From an optimization exercise on the open Yosys and OpenROAD flow, aimed at small area and a short achievable clock period; shortcuts taken in it are not production practice.
RTL that was checked went through simulation tests only; none was proved equivalent to the original.
Power and IR drop assume default switching activity.

run a:
==> module yapp_commit_fifo, before the edit <==
module yapp_commit_fifo #(
    parameter int DATA_W = 8,
    parameter int DEPTH  = 64,
    parameter int LO     = 8             
) (
    input  logic                      clock,
    input  logic                      reset,
    input  logic                      wr_en,
    input  logic [LO-1:0]             wr_lo,
    input  logic [DEPTH/LO-1:0]       wr_hi,
    input  logic [DATA_W-1:0]         wr_data,
    input  logic                      push,
    input  logic                      commit,
    input  logic                      rewind,
    input  logic [$clog2(DEPTH)-1:0]  commit_addr,
    input  logic [DATA_W-1:0]         hdr,
    input  logic                      rd_en,
    output logic [DATA_W-1:0]         rd_data,
    output logic                      vld,
    output logic                      full_nxt,
    output logic [$clog2(DEPTH)-1:0]  cm_addr
);
    localparam int AW = $clog2(DEPTH);
    localparam int CW = AW + 1;
    localparam int HI = DEPTH / LO;
    logic [DATA_W-1:0] mem [DEPTH];
    logic [LO-1:0]     rd_lo_a, rd_lo_b;    
    logic [HI-1:0]     rd_hi;
    logic [AW-1:0]     cm;           
    logic [CW-1:0]     cu_q;         
    logic [CW-1:0]     occ_q;        
    logic              push_q, fire_q, commit_q, rewind_q;
    logic [CW-1:0]     cu, occ;      
    logic [DATA_W-1:0] dout;
    logic              fire, vld_d, hold;
    logic              occ_full, occ_one_less, cu_full, cu_gt1;
    logic [DATA_W-1:0] mem_q;
    logic [HI-1:0][DATA_W-1:0] row_q;
    always_comb begin
        if (rewind_q) occ = cu_q - CW'(fire_q);
        else          occ = occ_q + CW'(push_q) - CW'(fire_q);
        if (commit_q) cu  = occ_q - CW'(fire_q);
        else          cu  = cu_q - CW'(fire_q);
    end
    assign fire = rd_en && vld;
    assign hold = vld && !rd_en;
    always_comb begin
        if (rewind_q)
            occ_full = fire_q ? (cu_q == CW'(DEPTH + 1)) : (cu_q == CW'(DEPTH));
        else if (push_q == fire_q)
            occ_full = occ_q == CW'(DEPTH);
        else if (push_q)
            occ_full = occ_q == CW'(DEPTH - 1);
        else
            occ_full = occ_q == CW'(DEPTH + 1);
        if (rewind_q)
            occ_one_less = fire_q ? (cu_q == CW'(DEPTH)) : (cu_q == CW'(DEPTH - 1));
        else if (push_q == fire_q)
            occ_one_less = occ_q == CW'(DEPTH - 1);
        else if (push_q)
            occ_one_less = occ_q == CW'(DEPTH - 2);
        else
            occ_one_less = occ_q == CW'(DEPTH);
        if (commit_q) begin
            cu_full = fire_q ? (occ_q == CW'(DEPTH + 1)) : (occ_q == CW'(DEPTH));
            cu_gt1  = fire_q ? (occ_q > CW'(2)) : (occ_q > CW'(1));
        end else begin
            cu_full = fire_q ? (cu_q == CW'(DEPTH + 1)) : (cu_q == CW'(DEPTH));
            cu_gt1  = fire_q ? (cu_q > CW'(2)) : (cu_q > CW'(1));
        end
    end
    assign vld_d        = commit || cu_gt1 || hold;
    assign full_nxt = !fire && !rewind && (occ_full || (occ_one_less && push));
    always_comb begin
        for (int h = 0; h < HI; h++) begin
            row_q[h] = '0;
            for (int l = 0; l < LO; l++)
                row_q[h] = row_q[h] | ({{(DATA_W-DATA_W/2){rd_lo_b[l]}}, {(DATA_W/2){rd_lo_a[l]}}}
                                       & mem[h*LO+l]);
        end
        mem_q = '0;
        for (int h = 0; h < HI; h++)
            mem_q = mem_q | ({DATA_W{rd_hi[h]}} & row_q[h]);
    end
    assign rd_data = dout;
    assign cm_addr = cm;
    always_ff @(posedge clock or negedge reset) begin
        if (!reset) begin
            rd_lo_a  <= LO'(2);
            rd_lo_b  <= LO'(2);
            rd_hi    <= HI'(1);
            cm       <= '0;
            cu_q     <= '0;
            occ_q    <= '0;
            push_q   <= 1'b0;
            fire_q   <= 1'b0;
            commit_q <= 1'b0;
            rewind_q <= 1'b0;
            vld      <= 1'b0;
            dout     <= '0;
        end else begin
            if (fire) begin
                rd_lo_a <= {rd_lo_a[LO-2:0], rd_lo_a[LO-1]};
                rd_lo_b <= {rd_lo_b[LO-2:0], rd_lo_b[LO-1]};
            end
            if (fire && rd_lo_a[LO-1]) rd_hi <= {rd_hi[HI-2:0], rd_hi[HI-1]};
            if (commit) cm <= commit_addr;
            cu_q     <= cu;
            occ_q    <= occ;
            push_q   <= push;
            fire_q   <= fire;
            commit_q <= commit;
            rewind_q <= rewind;
            vld      <= vld_d;
            if (!hold) begin
                if (vld) dout <= vld_d ? mem_q : '0;
                else     dout <= commit ? hdr : '0;
            end
        end
    end
    for (genvar w = 0; w < DEPTH; w++) begin : g_word
        logic [DATA_W-1:0] q;
        always_ff @(posedge clock) begin
            if (wr_en && wr_hi[w / LO] && wr_lo[w % LO]) q <= wr_data;
        end
        assign mem[w] = q;
    end
endmodule
==> flow/config.mk <==
export PLATFORM = sky130hd
export DESIGN_NAME = yapp_rx_router
export DESIGN_NICKNAME = yapp_rx_router
export VERILOG_FILES = /design/flow/design.v
export SDC_FILE = /design/flow/constraint.sdc
export NUM_CORES = 4
export LEC_CHECK = 0
export ABC_CLOCK_PERIOD_IN_PS = 2400
export CAP_MARGIN = 20
export CORE_MARGIN = 2
export CORE_UTILIZATION = 55
export CTS_CLUSTER_DIAMETER = 60
export CTS_CLUSTER_SIZE = 24
export PLACE_DENSITY = 0.7
export SETUP_SLACK_MARGIN = 3.1
export SLEW_MARGIN = 20
==> flow/constraint.sdc <==
create_clock -name core_clock -period 5.5 [get_ports {clock}]
set_input_delay 1.1000 -clock core_clock [delete_from_list [all_inputs] [get_ports {clock}]]
set_output_delay 1.1000 -clock core_clock [all_outputs]
set_load 0.01 [all_outputs]
standard.sh (not shown) runs the stock make flow with config.mk's settings and CLKGATE_MAP_FILE= SYNTH_SCRIPT=/design/flow/synth_recipe.tcl, a recipe that flattens the netlist after the stock synthesis.
==> flow/flow/run.sh <==
#!/bin/bash
# The standard layout, with two changes: clock tree synthesis adds no dummy
# loads, and after placement each output buffer is moved next to the
# flip-flop that drives it (flow/obuf.tcl). Tool output goes to logs in this
# folder; ORFS keeps its per-step logs under orfs/logs.
set -euo pipefail
CTS="CTS_ARGS=-sink_clustering_enable -repair_clock_nets -sink_clustering_size 24 -sink_clustering_max_diameter 60 -dont_use_dummy_load"
bash standard.sh place "$CTS" > standard_place.log 2>&1
RES=$(ls -d orfs/results/*/*/base)
PLACE_ODB=$PWD/$RES/3_place.odb CELL_PAD_IN_SITES_DETAIL_PLACEMENT=0 \
  openroad -no_init -exit flow/obuf.tcl > obuf.log 2>&1
bash standard.sh finish "$CTS" > standard.log 2>&1
==> flow/flow/obuf.tcl <==
# Put each output port's buffer right next to the flip-flop that drives it, so
# the buffer, not the flip-flop, drives the wire out to the pin. Then legalize.
read_db $::env(PLACE_ODB)
set block [ord::get_db_block]
set moved 0
foreach bt [$block getBTerms] {
  if {[$bt getIoType] ne "OUTPUT"} { continue }
  set net [$bt getNet]
  set buf ""
  foreach it [$net getITerms] { if {[$it isOutputSignal]} { set buf [$it getInst] } }
  if {$buf eq ""} { continue }
  set a [$buf findITerm A]
  if {$a eq "NULL" || $a eq ""} { continue }
  set ff ""
  foreach it [[$a getNet] getITerms] { if {[$it isOutputSignal]} { set ff [$it getInst] } }
  if {$ff eq ""} { continue }
  set loc [$ff getLocation]
  set w [[$ff getMaster] getWidth]
  $buf setOrient [$ff getOrient]
  $buf setLocation [expr {[lindex $loc 0] + $w}] [lindex $loc 1]
  incr moved
}
puts "moved $moved output buffers"
set_placement_padding -global -left $::env(CELL_PAD_IN_SITES_DETAIL_PLACEMENT) -right $::env(CELL_PAD_IN_SITES_DETAIL_PLACEMENT)
detailed_placement
check_placement -verbose
write_db $::env(PLACE_ODB)
[inputs] run b vs run a
--- a/flow/design.v
+++ b/flow/design.v
@@ -86,11 +86,12 @@
             cu_full = fire_q ? (cu_q == CW'(DEPTH + 1)) : (cu_q == CW'(DEPTH));
             cu_gt1  = fire_q ? (cu_q > CW'(2)) : (cu_q > CW'(1));
         end
     end
     assign vld_d        = commit || cu_gt1 || hold;
-    assign full_nxt = !fire && !rewind && (occ_full || (occ_one_less && push));
+    assign full_nxt = rewind ? (cu_full && !fire)
+                             : ((occ_full && (push == fire)) || (occ_one_less && push && !fire));
     always_comb begin
         for (int h = 0; h < HI; h++) begin
             row_q[h] = '0;
             for (int l = 0; l < LO; l++)
                 row_q[h] = row_q[h] | ({{(DATA_W-DATA_W/2){rd_lo_b[l]}}, {(DATA_W/2){rd_lo_a[l]}}}
==> run notes <==
Every run in the comparison, run b and run a, completed the flow with a clean layout.
Post-placement cell count: run b vs run a up 125
There was hardly any difference in design area between run b and run a.
Setup slack in run b is larger than in run a.
NOTE routed wire length run a->run b increased by a few percent
Of run b and run a, the run reporting the lower last weighted congestion value of the routability-driven placer was run a.
~same per-cell via count in the routed design in run b and run a
Final hold slack down 130 ps in run b wrt run a
The lower clock power came out of run b.
Summary of run b over run a: final design utilization neither gained nor lost much, count of nets after finishing higher, horizontal die dimension held, highest ir drop seen on vdd went down about 22%, die area about even.

== oak ==
RTL: one of the versions met above, not the one the previous note started from.
Size in the first run: ~4400 cells after synthesis, ~1800 flip-flops, ~59 I/O pins.
## yapp_rx_router
module yapp_rx_router #(
    parameter int DATA_W     = yapp_rx_pkg::DEF_DATA_W,
    parameter int NUM_CH     = yapp_rx_pkg::DEF_NUM_CH,
    parameter int ADDR_W     = yapp_rx_pkg::DEF_ADDR_W,
    parameter int FIFO_DEPTH = yapp_rx_pkg::DEF_FIFO_DEPTH
) (
    input  logic                       clock,
    input  logic                       reset,
    input  logic [DATA_W-1:0]          in_data,
    input  logic                       in_data_vld,
    output logic                       in_suspend,
    output logic                       error,
    output logic [NUM_CH*DATA_W-1:0]   ch_data,
    output logic [NUM_CH-1:0]          ch_vld,
    input  logic [NUM_CH-1:0]          ch_rd,
    output logic [15:0]                drop_cnt
);
    localparam int LEN_W = DATA_W - ADDR_W;
    localparam int AW    = $clog2(FIFO_DEPTH);
    localparam int LO    = 8;
    localparam int LW    = $clog2(LO);
    localparam int HI    = FIFO_DEPTH / LO;
    logic              s_idle, s_idle_n, s_pay, s_par, s_dis;
    logic              s_idle_d, s_pay_d, s_par_d, s_dis_d;
    logic [DATA_W-1:0] acc, acc_d;
    logic [LEN_W-1:0]  rem, rem_d;
    logic [NUM_CH-1:0] tgt, tgt_d;           
    logic [ADDR_W-1:0] h_addr;
    logic [LEN_W-1:0]  h_len;
  ...
Settings: LEC_CHECK=0, ABC_CLOCK_PERIOD_IN_PS=2400, CAP_MARGIN=20, CORE_MARGIN=2, CORE_UTILIZATION=55, CTS_CLUSTER_DIAMETER=60, CTS_CLUSTER_SIZE=24, PLACE_DENSITY=0.7, SETUP_SLACK_MARGIN=3.1, SLEW_MARGIN=20; clock period 5.5 ns.
==> flow/flow/run.sh <==
#!/bin/bash
# The standard layout, with clock tree synthesis told not to add dummy loads.
# Each tool's output goes to standard.log in this folder; ORFS keeps its
# per-step logs under orfs/logs.
set -euo pipefail
bash standard.sh finish \
  "CTS_ARGS=-sink_clustering_enable -repair_clock_nets -sink_clustering_size 24 -sink_clustering_max_diameter 60 -dont_use_dummy_load" \
  > standard.log 2>&1
oak: flow completed, timing, DRC and antenna clean
Input changes introduced in pine (baseline for comparison: oak):
--- a/flow/design.v
+++ b/flow/design.v
@@ -26,25 +26,27 @@
     input  logic                      wr_en,
     input  logic [LO-1:0]             wr_lo,
     input  logic [DEPTH/LO-1:0]       wr_hi,
     input  logic [DATA_W-1:0]         wr_data,
     input  logic                      push,
     input  logic                      commit,
     input  logic                      rewind,
     input  logic [$clog2(DEPTH)-1:0]  commit_addr,
     input  logic [DATA_W-1:0]         hdr,
     input  logic                      rd_en,
     output logic [DATA_W-1:0]         rd_data,
     output logic                      vld,
-    output logic                      full_nxt,
+    output logic                      full_keep,
+    output logic                      full_push,
+    output logic                      full_rewind,
     output logic [$clog2(DEPTH)-1:0]  cm_addr
 );
     localparam int AW = $clog2(DEPTH);
     localparam int CW = AW + 1;
     localparam int HI = DEPTH / LO;
     logic [DATA_W-1:0] mem [DEPTH];
     logic [LO-1:0]     rd_lo_a, rd_lo_b;    
     logic [HI-1:0]     rd_hi;
     logic [AW-1:0]     cm;           
     logic [CW-1:0]     cu_q;         
     logic [CW-1:0]     occ_q;        
     logic              push_q, fire_q, commit_q, rewind_q;
@@ -79,26 +81,27 @@
             occ_one_less = occ_q == CW'(DEPTH - 2);
         else
             occ_one_less = occ_q == CW'(DEPTH);
         if (commit_q) begin
             cu_full = fire_q ? (occ_q == CW'(DEPTH + 1)) : (occ_q == CW'(DEPTH));
             cu_gt1  = fire_q ? (occ_q > CW'(2)) : (occ_q > CW'(1));
         end else begin
             cu_full = fire_q ? (cu_q == CW'(DEPTH + 1)) : (cu_q == CW'(DEPTH));
             cu_gt1  = fire_q ? (cu_q > CW'(2)) : (cu_q > CW'(1));
         end
     end
     assign vld_d        = commit || cu_gt1 || hold;
-    assign full_nxt = rewind ? (cu_full && !fire)
-                             : ((occ_full && (push == fire)) || (occ_one_less && push && !fire));
+    assign full_keep   = occ_full && !fire;
+    assign full_push   = (occ_one_less && !fire) || (occ_full && fire);
+    assign full_rewind = cu_full && !fire;
     always_comb begin
         for (int h = 0; h < HI; h++) begin
             row_q[h] = '0;
             for (int l = 0; l < LO; l++)
                 row_q[h] = row_q[h] | ({{(DATA_W-DATA_W/2){rd_lo_b[l]}}, {(DATA_W/2){rd_lo_a[l]}}}
                                        & mem[h*LO+l]);
         end
         mem_q = '0;
         for (int h = 0; h < HI; h++)
             mem_q = mem_q | ({DATA_W{rd_hi[h]}} & row_q[h]);
     end
     assign rd_data = dout;
@@ -177,25 +180,25 @@
     logic              hdr_bad, hdr_ok, match, drop, sus_d;
     logic              rem_one, rem_zero;
     logic [DATA_W-1:0] wr_data_q, hdr_q, hdr_d;
     logic [AW-1:0]     wr_addr_q, wr_addr_d, hdr_addr_sel;
     logic [NUM_CH-1:0] push, commit, rewind;
     logic [NUM_CH-1:0] wr_ch_q;
     logic [LO-1:0]     wr_lo_q, wr_lo_d, inc_lo;
     logic [HI-1:0]     wr_hi_q, wr_hi_d, inc_hi;
     logic [NUM_CH-1:0][LO-1:0] cm_lo;
     logic [NUM_CH-1:0][HI-1:0] cm_hi;
     logic [NUM_CH-1:0][DATA_W-1:0] rd_data;
     logic [NUM_CH-1:0][AW-1:0]     cm_addr;
-    logic [NUM_CH-1:0]             full_nxt;
+    logic [NUM_CH-1:0]             full_keep, full_push, full_rewind;
     logic [NUM_CH-1:0]             h_sel;
     logic [AW-1:0]                 wr_addr_inc;
     assign h_addr   = in_data[ADDR_W-1:0];
     assign h_len    = in_data[DATA_W-1:ADDR_W];
     assign hdr_bad  = (h_addr >= ADDR_W'(NUM_CH)) || (h_len == '0);
     assign hdr_ok   = !hdr_bad;
     assign match    = in_data == acc;
     assign rem_one  = rem == LEN_W'(1);
     assign rem_zero = rem == '0;
     assign ch_data  = rd_data;
     assign s_idle   = !s_idle_n;
     assign wr_addr_inc = wr_addr_q + AW'(1);
@@ -280,25 +283,37 @@
         wr_hi_d = '0;
         if (s_idle) begin
             for (int c = 0; c < NUM_CH; c++)
                 if (h_sel[c]) begin
                     wr_lo_d = cm_lo[c];
                     wr_hi_d = cm_hi[c];
                 end
         end else begin
             wr_lo_d = inc_lo;
             wr_hi_d = inc_hi;
         end
     end
-    assign sus_d = (s_pay_d && |(full_nxt & tgt_d)) || (s_idle_d && |full_nxt);
+    always_comb begin
+        if (in_data_vld) begin
+            if (s_idle)     sus_d = hdr_ok && |(h_sel & full_push);
+            else if (s_pay) sus_d = !rem_one && |(tgt & full_push);
+            else if (s_par) sus_d = |(~tgt & full_keep) ||
+                                    (match ? |(tgt & full_keep) : |(tgt & full_rewind));
+            else            sus_d = rem_zero && |full_keep;
+        end else begin
+            if (s_idle)     sus_d = |full_keep;
+            else if (s_pay) sus_d = |(tgt & full_keep);
+            else            sus_d = 1'b0;
+        end
+    end
     always_ff @(posedge clock or negedge reset) begin
         if (!reset) begin
             s_idle_n   <= 1'b0;
             s_pay      <= 1'b0;
             s_par      <= 1'b0;
             s_dis      <= 1'b0;
             wr_ch_q    <= '0;
             in_suspend <= 1'b0;
             error      <= 1'b0;
             drop_cnt   <= '0;
         end else begin
             s_idle_n   <= !s_idle_d;
@@ -328,17 +343,19 @@
             .wr_en       (wr_ch_q[c]),
             .wr_lo       (wr_lo_q),
             .wr_hi       (wr_hi_q),
             .wr_data     (wr_data_q),
             .push        (push[c]),
             .commit      (commit[c]),
             .rewind      (rewind[c]),
             .commit_addr (wr_addr_inc),
             .hdr         (hdr_q),
             .rd_en       (ch_rd[c]),
             .rd_data     (rd_data[c]),
             .vld         (ch_vld[c]),
-            .full_nxt    (full_nxt[c]),
+            .full_keep   (full_keep[c]),
+            .full_push   (full_push[c]),
+            .full_rewind (full_rewind[c]),
             .cm_addr     (cm_addr[c])
         );
     end
 endmodule
Results
pine ended up with a higher worst-case setup slack after placement than oak did. Looking at oak and pine, the via count is a wash. Looking at number of nets produced by synthesis, pine sits below oak. Compared with oak, in pine fraction of area in multi-input gates +0.25 points; number of cells after detailed placement -40; clock-pin transition on the worst setup and hold timing paths -30 ps.
Only the layout flow was run in pine; the RTL was not checked for function there.

[what the ideal ports hide]
Ports are ideal in the flow. The routed layouts listed here were re-timed in OpenROAD. Step 1: set_driving_cell puts a clkbuf_16 on clock and a buf_2 on each other input, an assumption about the parent block. Step 2 adds t to the input delays and takes it off the output delays; t is the mean of the earliest and latest rising clock arrival at the registers after step 1. Input paths then give back, and output paths get back, about the clock's delay inside the block. Three values: no drivers, after step 1, after step 2; two values: the first two.
| run | t (ns) | setup slack, ns | clock arrival spread, ns |
|---|---|---|---|
| run a | 0.785 | 3.084 / 3.010 / 2.371 | 0.091 / 0.091 |
| run b | 0.777 | 3.092 / 3.018 / 2.387 | 0.087 / 0.087 |
| oak | 0.768 | 3.032 / 2.956 / 2.401 | 0.079 / 0.079 |
| pine | 0.776 | 2.940 / 2.902 / 2.218 | 0.120 / 0.120 |
After both steps every run listed still meets setup and hold. For pine, which loses most, drivers alone change the setup slack by -0.038 ns; drivers and shift together by -0.722 ns.
